From an optimization exercise on the open Yosys and OpenROAD flow, aimed at a short achievable clock period and few clock cycles; shortcuts taken in it are not production practice.
Only simulation tests tie the RTL to the original design; equivalence was not proved.

===== config.mk =====
export PLATFORM = sky130hd
export DESIGN_NAME = cpu
export DESIGN_NICKNAME = cpu
export VERILOG_FILES = /design/flow/design.v
export SDC_FILE = /design/flow/constraint.sdc
export NUM_CORES = 4
export LEC_CHECK = 0
export CAP_MARGIN = 20
export CORE_MARGIN = 2
export CORE_UTILIZATION = 22
export PLACE_DENSITY = 0.35
export SETUP_SLACK_MARGIN = 3.0
export SLEW_MARGIN = 20
export TNS_END_PERCENT = 10

===== constraint.sdc =====
create_clock -name core_clock -period 9.0 [get_ports {clk}]
set_input_delay 1.8000 -clock core_clock [delete_from_list [all_inputs] [get_ports {clk}]]
set_output_delay 1.8000 -clock core_clock [all_outputs]
set_load 0.01 [all_outputs]

===== design.v =====
package cpu_pkg;
  localparam int xlen = 32;
  localparam int reg_idx_w = 5;
  localparam int imem_addr_w = 6;
endpackage
`timescale 1ns/1ns
module fdec (
  input  logic [31:0] pc,
  input  logic [31:0] inst,
  output logic [4:0]  rs1,   
  output logic [4:0]  rs2,
  output logic [31:0] imm,   
  output logic        bimm,
  output logic [31:0] tgt,
  output logic [31:0] npc,
  output logic        o_add,
  output logic        o_sub,
  output logic        o_and,
  output logic        o_or,
  output logic        o_xor,
  output logic        o_slt,
  output logic        o_ld,
  output logic        st,
  output logic        br,
  output logic        bne,
  output logic        ec,
  output logic        we,
  output logic [4:0]  rd
);
  logic is_op, is_opimm, is_load, is_store, is_br, is_jal, is_sys;
  logic [2:0] f3;
  logic [31:0] imm_i, imm_s, imm_b, imm_j, pc4;
  assign f3 = inst[14:12];
  assign is_op    = inst[6:0] == 7'b0110011;
  assign is_opimm = inst[6:0] == 7'b0010011;
  assign is_load  = inst[6:0] == 7'b0000011;
  assign is_store = inst[6:0] == 7'b0100011;
  assign is_br    = inst[6:0] == 7'b1100011;
  assign is_jal   = inst[6:0] == 7'b1101111;
  assign is_sys   = inst[6:0] == 7'b1110011;
  assign imm_i = {{20{inst[31]}}, inst[31:20]};
  assign imm_s = {{20{inst[31]}}, inst[31:25], inst[11:7]};
  assign imm_b = {{19{inst[31]}}, inst[31], inst[7], inst[30:25], inst[11:8], 1'b0};
  assign imm_j = {{11{inst[31]}}, inst[31], inst[19:12], inst[20], inst[30:21], 1'b0};
  assign pc4 = pc + 32'd4;
  assign rs1 = is_sys ? 5'd17 : is_jal ? 5'd0 : inst[19:15];   
  assign rs2 = inst[24:20];
  assign rd = inst[11:7];
  logic op_add, op_sub, op_and, op_or, op_xor, op_slt;
  assign op_add = is_op && f3 == 3'b000 && !inst[30];
  assign op_sub = is_op && f3 == 3'b000 && inst[30];
  assign op_and = is_op && f3 == 3'b111;
  assign op_or  = is_op && f3 == 3'b110;
  assign op_xor = is_op && f3 == 3'b100;
  assign op_slt = is_op && f3 == 3'b010;
  assign o_add = op_add || op_sub || is_opimm || is_jal;
  assign o_sub = op_sub || op_slt;
  assign o_and = op_and;
  assign o_or  = op_or;
  assign o_xor = op_xor;
  assign o_slt = op_slt;
  assign o_ld  = is_load;
  assign st    = is_store;
  assign br    = is_br;
  assign bne   = f3[0];
  assign ec    = is_sys;
  assign we    = (op_add || op_sub || op_and || op_or || op_xor || op_slt || is_opimm || is_load
                  || is_jal) && rd != 5'd0;
  assign imm = is_jal ? pc4 : is_store ? imm_s : imm_i;
  assign bimm = is_opimm || is_load || is_store || is_jal;
  assign tgt = pc + (is_jal ? imm_j : imm_b);
  assign npc = is_jal ? tgt : pc4;
endmodule
module cpu (
  input  logic                               clk,
  input  logic                               reset,
  input  logic                               prog_we,
  input  logic [cpu_pkg::imem_addr_w-1:0]    prog_addr,
  input  logic [cpu_pkg::xlen-1:0]           prog_data,
  input  logic [cpu_pkg::reg_idx_w-1:0]      dbg_idx,
  output logic                               is_halted,
  output logic [cpu_pkg::xlen-1:0]           dbg_data
);
  logic [31:0] imem [64];
  logic [31:0] rf [32];     
  logic [31:0] dmem [64];
  logic [31:0] fpc;   
  logic [31:0] x_imm, x_tgt;
  logic [4:0]  x_rs1, x_rs2;
  logic        x_bimm;
  logic        x_add, x_sub, x_and, x_or, x_xor, x_slt, x_ld, x_st, x_br, x_bne, x_ec, x_we;
  logic [4:0]  x_rd;
  logic        halted;   
  logic        reset_q;
  logic [63:0] wr_mask;   
  logic [63:0] used;   
  logic        restart;   
  logic        restart_q;   
  always_ff @(posedge clk) begin
    if (prog_we) imem[prog_addr] <= prog_data;
  end
  logic [31:0] av, bv, sv, bx, sum, res, ldata;
  logic [7:0]  addr8;
  logic [5:0]  daddr;
  logic        lt, taken, halt_now;
  assign av = (x_rs1 == 5'd0) ? 32'd0 : rf[x_rs1];
  assign sv = (x_rs2 == 5'd0) ? 32'd0 : rf[x_rs2];
  assign bv = x_bimm ? x_imm : sv;
  assign bx = bv ^ {32{x_sub}};
  assign sum = av + bx + {31'd0, x_sub};
  assign lt = (av[31] != bv[31]) ? av[31] : sum[31];
  assign addr8 = av[7:0] + bv[7:0];
  assign daddr = addr8[7:2];
  assign ldata = dmem[daddr];
  assign res = ({32{x_add}} & sum) | ({32{x_and}} & (av & bv)) | ({32{x_or}} & (av | bv))
             | ({32{x_xor}} & (av ^ bv)) | {31'd0, x_slt & lt} | ({32{x_ld}} & ldata);
  assign taken = x_br && ((av == sv) ^ x_bne);
  assign halt_now = x_ec && av == 32'd10 && !halted;
  always_ff @(posedge clk) begin
    if (restart) begin
      for (int i = 0; i < 32; i++) rf[i] <= 32'd0;
    end else if (x_we && !halted) begin
      rf[x_rd] <= res;
    end
  end
  always_ff @(posedge clk) begin
    if (restart) begin
      for (int i = 0; i < 64; i++) dmem[i] <= 32'd0;
    end else if (x_st && !halted) begin
      dmem[daddr] <= sv;
    end
  end
  always_ff @(posedge clk) begin
    if (restart) halted <= 1'b0;
    else if (halt_now) halted <= 1'b1;
  end
  always_ff @(posedge clk) begin
    is_halted <= !reset && !restart_q && (halted || halt_now);
  end
  assign dbg_data = (dbg_idx == 5'd0) ? 32'd0 : rf[dbg_idx];
  logic [31:0] m_inst, t_inst, z_inst;
  logic [4:0]  m_rs1, m_rs2, t_rs1, t_rs2, z_rs1, z_rs2;
  logic [31:0] m_imm, m_tgt, m_npc, t_imm, t_tgt, t_npc, z_imm, z_tgt, z_npc;
  logic        m_bimm, t_bimm, z_bimm;
  logic        m_add, m_sub, m_and, m_or, m_xor, m_slt, m_ld, m_st, m_br, m_bne, m_ec, m_we;
  logic        t_add, t_sub, t_and, t_or, t_xor, t_slt, t_ld, t_st, t_br, t_bne, t_ec, t_we;
  logic        z_add, z_sub, z_and, z_or, z_xor, z_slt, z_ld, z_st, z_br, z_bne, z_ec, z_we;
  logic [4:0]  m_rd, t_rd, z_rd;
  assign m_inst = imem[fpc[7:2]];
  assign t_inst = imem[x_tgt[7:2]];
  assign z_inst = (prog_we && prog_addr == 6'd0) ? prog_data : imem[0];
  fdec u_m (
    .pc(fpc), .inst(m_inst), .rs1(m_rs1), .rs2(m_rs2), .imm(m_imm), .bimm(m_bimm),
    .tgt(m_tgt), .npc(m_npc), .o_add(m_add), .o_sub(m_sub), .o_and(m_and), .o_or(m_or),
    .o_xor(m_xor), .o_slt(m_slt), .o_ld(m_ld), .st(m_st), .br(m_br), .bne(m_bne), .ec(m_ec),
    .we(m_we), .rd(m_rd)
  );
  fdec u_t (
    .pc(x_tgt), .inst(t_inst), .rs1(t_rs1), .rs2(t_rs2), .imm(t_imm), .bimm(t_bimm),
    .tgt(t_tgt), .npc(t_npc), .o_add(t_add), .o_sub(t_sub), .o_and(t_and), .o_or(t_or),
    .o_xor(t_xor), .o_slt(t_slt), .o_ld(t_ld), .st(t_st), .br(t_br), .bne(t_bne), .ec(t_ec),
    .we(t_we), .rd(t_rd)
  );
  fdec u_z (
    .pc(32'd0), .inst(z_inst), .rs1(z_rs1), .rs2(z_rs2), .imm(z_imm), .bimm(z_bimm),
    .tgt(z_tgt), .npc(z_npc), .o_add(z_add), .o_sub(z_sub), .o_and(z_and), .o_or(z_or),
    .o_xor(z_xor), .o_slt(z_slt), .o_ld(z_ld), .st(z_st), .br(z_br), .bne(z_bne), .ec(z_ec),
    .we(z_we), .rd(z_rd)
  );
  logic [5:0] m_idx, t_idx, sel_idx;
  logic       m_ok, t_ok, sel_ok;
  assign m_idx = fpc[7:2];
  assign t_idx = x_tgt[7:2];
  assign m_ok = !reset || wr_mask[m_idx];   
  assign t_ok = !reset || wr_mask[t_idx];
  assign sel_idx = taken ? t_idx : m_idx;
  assign sel_ok = taken ? t_ok : m_ok;
  assign restart = (reset && (!reset_q || !prog_we || prog_addr == 6'd0)) || restart_q;
  always_ff @(posedge clk) begin
    restart_q <= reset && !restart && (used[prog_addr] || (prog_addr == m_idx && m_ok)
                                       || (prog_addr == t_idx && t_ok && x_br));
  end
  always_ff @(posedge clk) begin
    reset_q <= reset;
    if (reset && (!reset_q || !prog_we || prog_addr == 6'd0)) wr_mask <= 64'd0;
    if (prog_we) wr_mask[prog_addr] <= 1'b1;
  end
  always_ff @(posedge clk) begin
    if (restart) begin
      used <= 64'd1;
    end else if (sel_ok) begin
      used[sel_idx] <= 1'b1;
    end
  end
  always_ff @(posedge clk) begin
    if (restart) begin
      fpc <= z_npc;
      x_rs1 <= z_rs1; x_rs2 <= z_rs2; x_imm <= z_imm; x_bimm <= z_bimm; x_tgt <= z_tgt;
      x_add <= z_add; x_sub <= z_sub; x_and <= z_and; x_or <= z_or; x_xor <= z_xor;
      x_slt <= z_slt; x_ld <= z_ld; x_st <= z_st; x_br <= z_br; x_bne <= z_bne; x_ec <= z_ec;
      x_we <= z_we; x_rd <= z_rd;
    end else if (!sel_ok) begin
      fpc <= taken ? x_tgt : fpc;   
      x_br <= 1'b0; x_st <= 1'b0; x_ec <= 1'b0; x_we <= 1'b0;
    end else if (taken) begin
      fpc <= t_npc;
      x_rs1 <= t_rs1; x_rs2 <= t_rs2; x_imm <= t_imm; x_bimm <= t_bimm; x_tgt <= t_tgt;
      x_add <= t_add; x_sub <= t_sub; x_and <= t_and; x_or <= t_or; x_xor <= t_xor;
      x_slt <= t_slt; x_ld <= t_ld; x_st <= t_st; x_br <= t_br; x_bne <= t_bne; x_ec <= t_ec;
      x_we <= t_we; x_rd <= t_rd;
    end else begin
      fpc <= m_npc;
      x_rs1 <= m_rs1; x_rs2 <= m_rs2; x_imm <= m_imm; x_bimm <= m_bimm; x_tgt <= m_tgt;
      x_add <= m_add; x_sub <= m_sub; x_and <= m_and; x_or <= m_or; x_xor <= m_xor;
      x_slt <= m_slt; x_ld <= m_ld; x_st <= m_st; x_br <= m_br; x_bne <= m_bne; x_ec <= m_ec;
      x_we <= m_we; x_rd <= m_rd;
    end
  end
endmodule

===== run.sh =====
#!/bin/bash
# synth_recipe.tcl (not shown) runs the flow's synth.tcl, then flattens the netlist and writes it again
# the make line also repeats each setting of config.mk as NAME=value (left out here)
make -C /OpenROAD-flow-scripts/flow DESIGN_CONFIG=/design/flow/config.mk WORK_HOME=/design/flow/orfs CLKGATE_MAP_FILE= SYNTH_SCRIPT=/design/flow/synth_recipe.tcl finish

==> run notes <==
-- how the worst max path moves through the flow --
stage,cells past startpoint,endpoint,startpoint
after floorplan,13,rf[12][0]$_SDFFCE_PN0P_,prog_addr[0]
after global routing,28,fpc[30]$_DFFE_PN_,register
after detailed placement,24,rf[18][19]$_SDFFCE_PN0P_,register
after global placement,22,rf[29][19]$_SDFFCE_PN0P_,register
after CTS,26,fpc[31]$_DFFE_PN_,register
final,26,rf[8][14]$_SDFFCE_PN0P_,register
-- per-layer routing --
layer,global-route usage,part of all wire,vias to the layer above,wire (um)
met4,0.0681,0.041,4,52400
li1,-,-,74700,-
met5,0,0.000021,-,27
met2,0.333,0.48,7024,610000
met3,0.0258,0.058,1635,74000
met1,0.264,0.42,99200,539000
-- cell type report --
cell class                       count  area (um^2)
Clock buffer                       856        17900
Multi-Input combinational cell   11600       108000
Fill cell                       122000       873000
Antenna cell                        18         45.0
Timing Repair Buffer              2008        26100
Tap cell                         16000        20100
Sequential cell                   5398       161000
Clock inverter                     326         2940
Inverter                           129          544
-- registers in the layout, summed over array words and instances (netlist names), 5 cells and up, named ones only --
register,count
x_tgt,32
x_imm,32
x_rd,5
dmem,2048
fpc,32
x_rs2,5
x_rs1,5
rf,1024
imem,2048
used,64
wr_mask,64
-- stage by stage --
step                 util  std cells  setup slack, ns  area, um^2
floorplan               -      18900             2.77      268000
CTS                 0.270      36100             2.22      327000
detailed placement  0.243      34400            0.126      294000
finish              0.278      36400             2.25      336000
global route        0.278      36400             2.22      336000
global placement    0.243      34400          -0.0658      293000
-- critical path: stages (launching register included) --
cell       delay [ns]
dfxtp_4          0.40
buf_12           0.18
buf_8            0.17
buf_16           0.18
mux4_2           0.56
mux2i_4          0.28
a211oi_2         0.16
buf_4            0.17
o21ai_4          0.06
buf_12           0.15
nor2_1           0.08
a21oi_2          0.16
inv_1            0.10
ha_4             0.29
buf_12           0.16
nor2b_4          0.14
a21o_4           0.25
buf_12           0.15
buf_16           0.15
buf_8            0.13
nand3_2          0.05
nand4_1          0.48
a222oi_1         0.81
o2111ai_2        0.45
o21a_4           0.45
buf_12           0.19
nor2_1           0.11
-- cells by family (layout without fill, tap and decap cells) --
logic type,after synthesis,in the layout
multiplexers,2752,2752
XOR/XNOR,230,230
flip-flops,5398,5398
AO/OA/AOI/OAI,1549,1550
adder cells (fa/ha/maj),169,169
AND/OR/NAND/NOR,6907,6908
buffers and inverters,1848,3319
other,0,18
-- repair_timing --
action	4_1_cts	5_1_grt
resized for setup	1000	1131
setup buffers	409	229
pin swaps	189	206
cloned	107	81
endpoints found under the setup margin	5557	4780
-- cells in the mapped netlist (124+ instances only) --
cell / count / area, um^2
mux2i_1: 488 / 4880
nor2b_1: 124 / 776
inv_1: 125 / 469
mux4_2: 2170 / 48900
a32oi_1: 176 / 1540
o21ai_0: 267 / 1340
nand3_1: 772 / 3860
nand4_1: 220 / 1380
a21oi_1: 290 / 1450
ha_1: 166 / 2080
nand2_1: 2257 / 8470
dfxtp_1: 158 / 3160
edfxtp_1: 5240 / 157000
buf_2: 157 / 786
clkbuf_1: 1220 / 4580
xnor2_1: 158 / 1380
nor2_1: 3254 / 12200
buf_1: 302 / 1130
-- cell usage in the layout, fill, tap and decap left out, types with 41 or more instances in the layout --
cell type	instances
edfxtp_1	5240
nor2_1	2823
mux4_2	2173
nand2_1	2053
buf_4	1080
clkbuf_16	754
nand3_1	735
mux2i_1	436
nor2_4	390
buf_12	344
nand4_1	220
a21oi_1	208
o21ai_0	177
buf_6	172
buf_16	169
nand2_2	159
clkbuf_1	158
ha_1	149
a32oi_1	147
xnor2_1	142
dfxtp_1	139
clkinv_1	134
inv_1	112
o22ai_1	108
nor2b_1	101
clkinv_2	99
mux2_2	65
a21oi_2	65
a21o_1	62
buf_8	61
xor2_1	60
a31oi_1	57
nor3_1	55
bufinv_16	50
o21ai_4	44
nand2_4	43
a211oi_1	42
nor2_2	42
bufbuf_16	41
==> flow_metrics.tcl <==
set metrics [dict create \
    status "timing/DRC/antenna clean" \
    max_cap_violations 0 \
    die_height_um 1100 \
    hold_depth 2 \
    fraction_of_layout_cells_with_a_size_suffix_above_1 0.317 \
    holdBufCountCts 0 \
    htreeDepth 6 \
    reg2regPathDepth 26 \
    avgViaCountPerCell 5.02 \
    area_growth_pct 26.1 \
    yosysUniqueCellTypes 102 \
    timing.slew.headroom 0.195 \
    clkLatencyLatePin_ns 1.13 \
    critical_path.endpoint_type "register" \
    hp-start "used[10]$_SDFFE_PN0N_" \
    timing.hold.worst_endpoint "used[10]$_SDFFE_PN0N_" \
    grt_overflow_total 0 \
    dr.first_iter.drc_count 19400 \
    routed_wl_um 1280000 \
    vias_in_the_first_global_route 180000 \
    cts_buffer_depth 5 \
    synth_mux_area_frac 0.207 \
    crit_required_ns 9.93 \
    final-hold-violation-count 0 \
    worst_slew_pin_slew_ns 1.21 \
    route.vias.total 182000 \
    chipWidth_um 1100 \
    synthesized_area_fraction_occupied_by_ao_oa_aoi_and_oai_cells 0.0401 \
    place.gp.congestion 0.842 \
    post_synth_xor_xnor_area 0.00756 \
    syn_inst 18900 \
    finalCritPeriodShare 0.750 \
    postSynthRegisterBits 5398 \
    synth_fp_nets 19100 \
    die_area_um2 1220000 \
    port_buffers 78 \
    synth.avg_cell_area_um2 14.1 \
    final_net_count 20000 \
    ys_dominant_reg_cell "edfxtp_1" \
    grt_setup_unrepaired "yes" \
    synth_sequential_area_ratio 0.603 \
    grt_first_pass_wirelength_um 1680000 \
    mappedNetlistArea_um2 266000 \
    path_class "reg2reg" \
    ys_warn_count 1 \
    antenna_left 0 \
    cp.arrival_ns 7.69 \
    cts_buffers 670 \
    r2r_slack_ns 2.25 \
    clkTransAtPathRegs_ns 0.06 \
    globalRouteTotalUtil 0.198 \
    setup_viol 0 \
    pins_over_slew_limit 0 \
    largest_net_degree_at_the_start_of_global_routing 96 \
    detailedRoute.firstPassIterationCount 6 \
    fmaxAchievable_mhz 148 \
    synth_adder_area_share 0.00803 \
    core-area_um2 1210000 \
    start_util 0.220 \
    tritoncts "done" \
    initial_antenna_violation_count 69 \
    detail_route.drc_violations 0 \
    clock-skew-final_ns 0.149 \
    dp_hpwl_um 753000 \
    yosys.area_share.simple 0.107 \
    crit_path_start_kind "register" \
    synth_enable_flop_cells 5240 \
    min-delay-path-class "reg2reg" \
    tritoncts_sink_count 5398 \
    critical_path.max_fanout 16 \
    r2r-end "rf[8][14]$_SDFFCE_PN0P_" \
    post-route-min-period_ns 6.75 \
    number_of_core_rows 404 \
    combinational_family_with_the_most_area_after_synthesis "multiplexers" \
    asr_flop_ratio_synth 0 \
    floorplan.io_pins 79 \
    whs_ns 0.444 \
    root_buffer "clkbuf_16" \
    setup_tns_ns 0 \
    wl_per_cell_um 35.0 \
]
Testbench counts, summed over its fixed seeds: cycles 26,590.

## re-timing with driven ports
In the flow no input, the clock included, has a driving cell. The finished layout below was timed again as built, in two steps. Step 1 (the two cells are an assumption about what drives the block):
set clk [get_ports {clk}]
set_driving_cell -lib_cell sky130_fd_sc_hd__clkbuf_16 $clk
set_driving_cell -lib_cell sky130_fd_sc_hd__buf_2 [delete_from_list [all_inputs] $clk]
Step 2 also shifts input and output timing later by t, the mid clock arrival at the registers, as if the neighbouring blocks saw the same clock. Three values: ideal, step 1, step 2; two values: the first two.
shift t [ns]: 1.206
slack for setup (ns): 2.248 / 1.787 / 1.464
slew at the worst register clock pin (ns): 0.07 / 0.07
pins driven straight from the clock port: 1
After both steps setup and hold are still met in this run. The setup slack of this run moves by -0.461 ns with the drivers and by -0.784 ns with both steps.
